This is an optimization exercise on Yosys and OpenROAD, whose aim is small area, not a production implementation. The RTL was checked by simulation tests, not by an equivalence proof against the original design. No activity file was given, so power comes from the tool's default toggle rates.

==> inputs of run a <==
## blackjackTop
module blackjackTop (
    input  logic                     clock,
    input  logic                     resetar,
    input  logic                     hitCard,
    input  logic                     standHand,
    input  logic [5:0]               shuffleSeed,
    output logic                     tableReady,
    output logic                     winLed,
    output logic                     lossLed,
    output logic                     pushLed,
    output logic [13:0]              playerDigits,
    output logic [13:0]              dealerDigits
);
    blackjackPkg::cardValue_t  topCard;
    blackjackPkg::handTotal_t  playerTotal;
    blackjackPkg::handTotal_t  dealerTotal;
    logic        hold;
    logic [5:0]  dealIndex;
    logic        advance;
    cardDeck deck (
        .clock       (clock),
        .resetar     (resetar),
        .advance     (advance),
        .shuffleSeed (shuffleSeed),
        .dealIndex   (dealIndex),
        .topCard     (topCard)
    );
    blackjackTable table0 (
        .clock       (clock),
        .resetar     (resetar),
        .hitCard     (hitCard),
        .standHand   (standHand),
        .dealIndex   (dealIndex),
        .topCard     (topCard),
        .advance     (advance),
        .tableReady  (tableReady),
        .winLed      (winLed),
        .lossLed     (lossLed),
        .pushLed     (pushLed),
        .playerTotal (playerTotal),
        .dealerTotal (dealerTotal),
        .hold        (hold)
    );
    scoreDisplay playerDisplay (.total(playerTotal), .digits(playerDigits));
  ...
clock: 12.0 ns
lec_check: 0
abc_area: 1
cap_margin: 20
cell_pad_in_sites_detail_placement: 1
core_margin: 2
core_utilization: 25
gpl_timing_driven: 0
slew_margin: 20
standard.sh (not shown) runs the stock make flow with config.mk's settings and CLKGATE_MAP_FILE= SYNTH_SCRIPT=/design/flow/synth_recipe.tcl, a recipe that flattens the netlist after the stock synthesis.
==> flow/flow/run.sh <==
#!/bin/bash
# Own layout flow: the standard synthesis, then the combinational logic is
# mapped again for area (flow/resynth.tcl; the flip-flops keep their names and
# cells), then the standard layout from the floorplan on.
set -euo pipefail
W=$PWD
R=$W/orfs/results/$FLOW_PLATFORM/blackjackTop/base
YOSYS=$(command -v yosys || echo "$FLOW_HOME/../tools/install/yosys/bin/yosys")

bash standard.sh synth > $W/synth.log 2>&1
cp $R/1_2_yosys.v $W/standard_synth.v

LIBERTY=$FLOW_HOME/platforms/$FLOW_PLATFORM/lib/sky130_fd_sc_hd__tt_025C_1v80.lib \
NETLIST_IN=$W/standard_synth.v NETLIST_OUT=$W/resynth.v TOP=$FLOW_TOP \
ABC_SCRIPT=$W/flow/area.script \
  $YOSYS -c $W/flow/resynth.tcl > $W/resynth.log 2>&1

cp $W/resynth.v $R/1_2_yosys.v
rm -f $R/1_synth.odb $R/1_synth.sdc
# Port buffers: the smallest buffer (the ports see light loads and the
# timing has slack to spare). Clock tree: small clock buffers, no dummy loads.
bash standard.sh \
  "BUFFER_PORTS_ARGS=-buffer_cell sky130_fd_sc_hd__buf_1" \
  "CTS_ARGS=-sink_clustering_enable -repair_clock_nets -buf_list sky130_fd_sc_hd__clkbuf_8 -dont_use_dummy_load" \
  finish > $W/layout.log 2>&1
==> flow/flow/area.script <==
strash; dch -f; amap; mfs -a -e; strash; dch -f; amap; mfs2 -a; strash; dch; amap; topo
==> flow/flow/resynth.tcl <==
# Re-map the standard synthesis's combinational logic for area. The
# flip-flop instances (their names and cell types) stay exactly as they are.
yosys -import
set lib $::env(LIBERTY)
read_liberty -ignore_miss_func $lib
read_verilog $::env(NETLIST_IN)
hierarchy -top $::env(TOP)
set seq {}
foreach m [tee -q -s result.string select -list-mod A:*] { }
foreach m [split [tee -q -s result.string ls] "\n"] {
  set m [string trim $m]
  if {[regexp {^sky130_fd_sc_hd__(df|edf|sdf|sedf|dl|sdl|einv|ebuf)} $m]} { lappend seq $m }
}
puts "sequential/kept cell modules: $seq"
foreach m $seq { setattr -mod -set keep_hierarchy 1 $m }
flatten
opt_clean
stat
abc -liberty $lib -dont_use *lpflow* -dont_use *probe* -script $::env(ABC_SCRIPT)
splitnets
opt_clean -purge
hilomap -singleton -hicell sky130_fd_sc_hd__conb_1 HI -locell sky130_fd_sc_hd__conb_1 LO
insbuf -buf sky130_fd_sc_hd__buf_1 A X
setattr -mod -unset keep_hierarchy
foreach m $seq { blackbox $m }
select blackjackTop
stat -liberty $lib
write_verilog -noattr -noexpr -nohex -nodec -selected $::env(NETLIST_OUT)
==> inputs of run b, as changes to run a <==
==> flow/flow/area.script (replaced) <==
strash; dch; amap; mfs2 -a; strash; dch; amap; topo
==> notes <==
Between run b and run a, the lower setup slack is in run a (gap 170 ps). Count of clock-buffer cells in the layout is the same in run b and run a. Between run b and run a, the lower die area is in run a (gap about 1.8%, measured against run a). In run a the combinational power is lower than in run b, by about 6%. Sequential share of layout area: run a is higher than run b (0.34 points). In routed wire length, run a and run b hardly differ. Of run a and run b, run b has the higher cell area (gap 1.9%, measured against run b). In run b the total power is larger than in run a, by about 6%. Of run a and run b, run a has the higher clock skew (gap 1.7 ps). In run a the synthesized cell count is lower than in run b, by 2.0%.
==> figures <==
| item | run b | run a |
|---|---|---|
| Destination of the worst hold path | table0.dealerTotal[3] | deck.dealIndex[5] |
| Arrival time at the worst endpoint | 8850 ps | 9020 ps |
| Post-synthesis cell count | 545 | 534 |
| Final worst clock skew | 15.9 ps | 17.6 ps |
| Result of the run | finished clean | finished clean |
| FF-to-FF Start | deck.seed[4] | deck.seed[3] |
| Switching Power | 0.000482 W | 0.000453 W |
| Fill cell instance count of the final layout | 1720 | 1656 |
| Worst-case hold slack | 532 ps | 501 ps |
| Depth of the worst register-to-register path | 35 | 31 |
| Fraction of area in multi-input gates | 64.5% | 64.4% |
| First drt pass iteration count | 7 | 5 |
| Setup slack of the critical path after layout | 3370 ps | 3210 ps |
| Ratio of layout area to synthesized area | 1.131x | 1.130x |
| Post-place instance area | 3530 µm² | 3470 µm² |
| Effective utilization at floorplan | 25.3% | 25.8% |
| Vias in the first global route | 4254 | 4400 |
| Synth Area per Inst | 5.81 µm² | 5.82 µm² |
| GP Congestion | 1.07 | 1.07 |
| Die area | 13600 µm² | 13400 µm² |
| Power density over the cells | 225 nW/µm² | 217 nW/µm² |
| Internal power contribution | 0.000325 W | 0.000308 W |

-- port drivers added, routing unchanged --
How much do the figures lean on ideal ports? The routed layouts below were timed once more, with nothing changed but the port constraints. Step 1 sets driving cells, clkbuf_16 on the clock port and buf_2 on the other inputs (assumed; they add their load-dependent delay and slew). Step 2, shift: input delay + t, output delay - t, t = (earliest + latest rising clock arrival at the registers) / 2. This alone moves slack from input paths to output paths. Three values: ideal, step 1, step 2; two values: the first two.
| run | t (ns) | setup slack, ns | clock arrival spread, ns | worst register clock-pin slew, ns | worst data-port slew with drivers (ns) |
|---|---|---|---|---|---|
| run a | 0.313 | 3.205 / 3.205 / 3.205 | 0.017 / 0.018 | 0.10 / 0.10 | 0.03 |
| run b | 0.316 | 3.371 / 3.371 / 3.371 | 0.016 / 0.016 | 0.11 / 0.11 | 0.03 |
After both steps setup and hold are still met in every run listed.
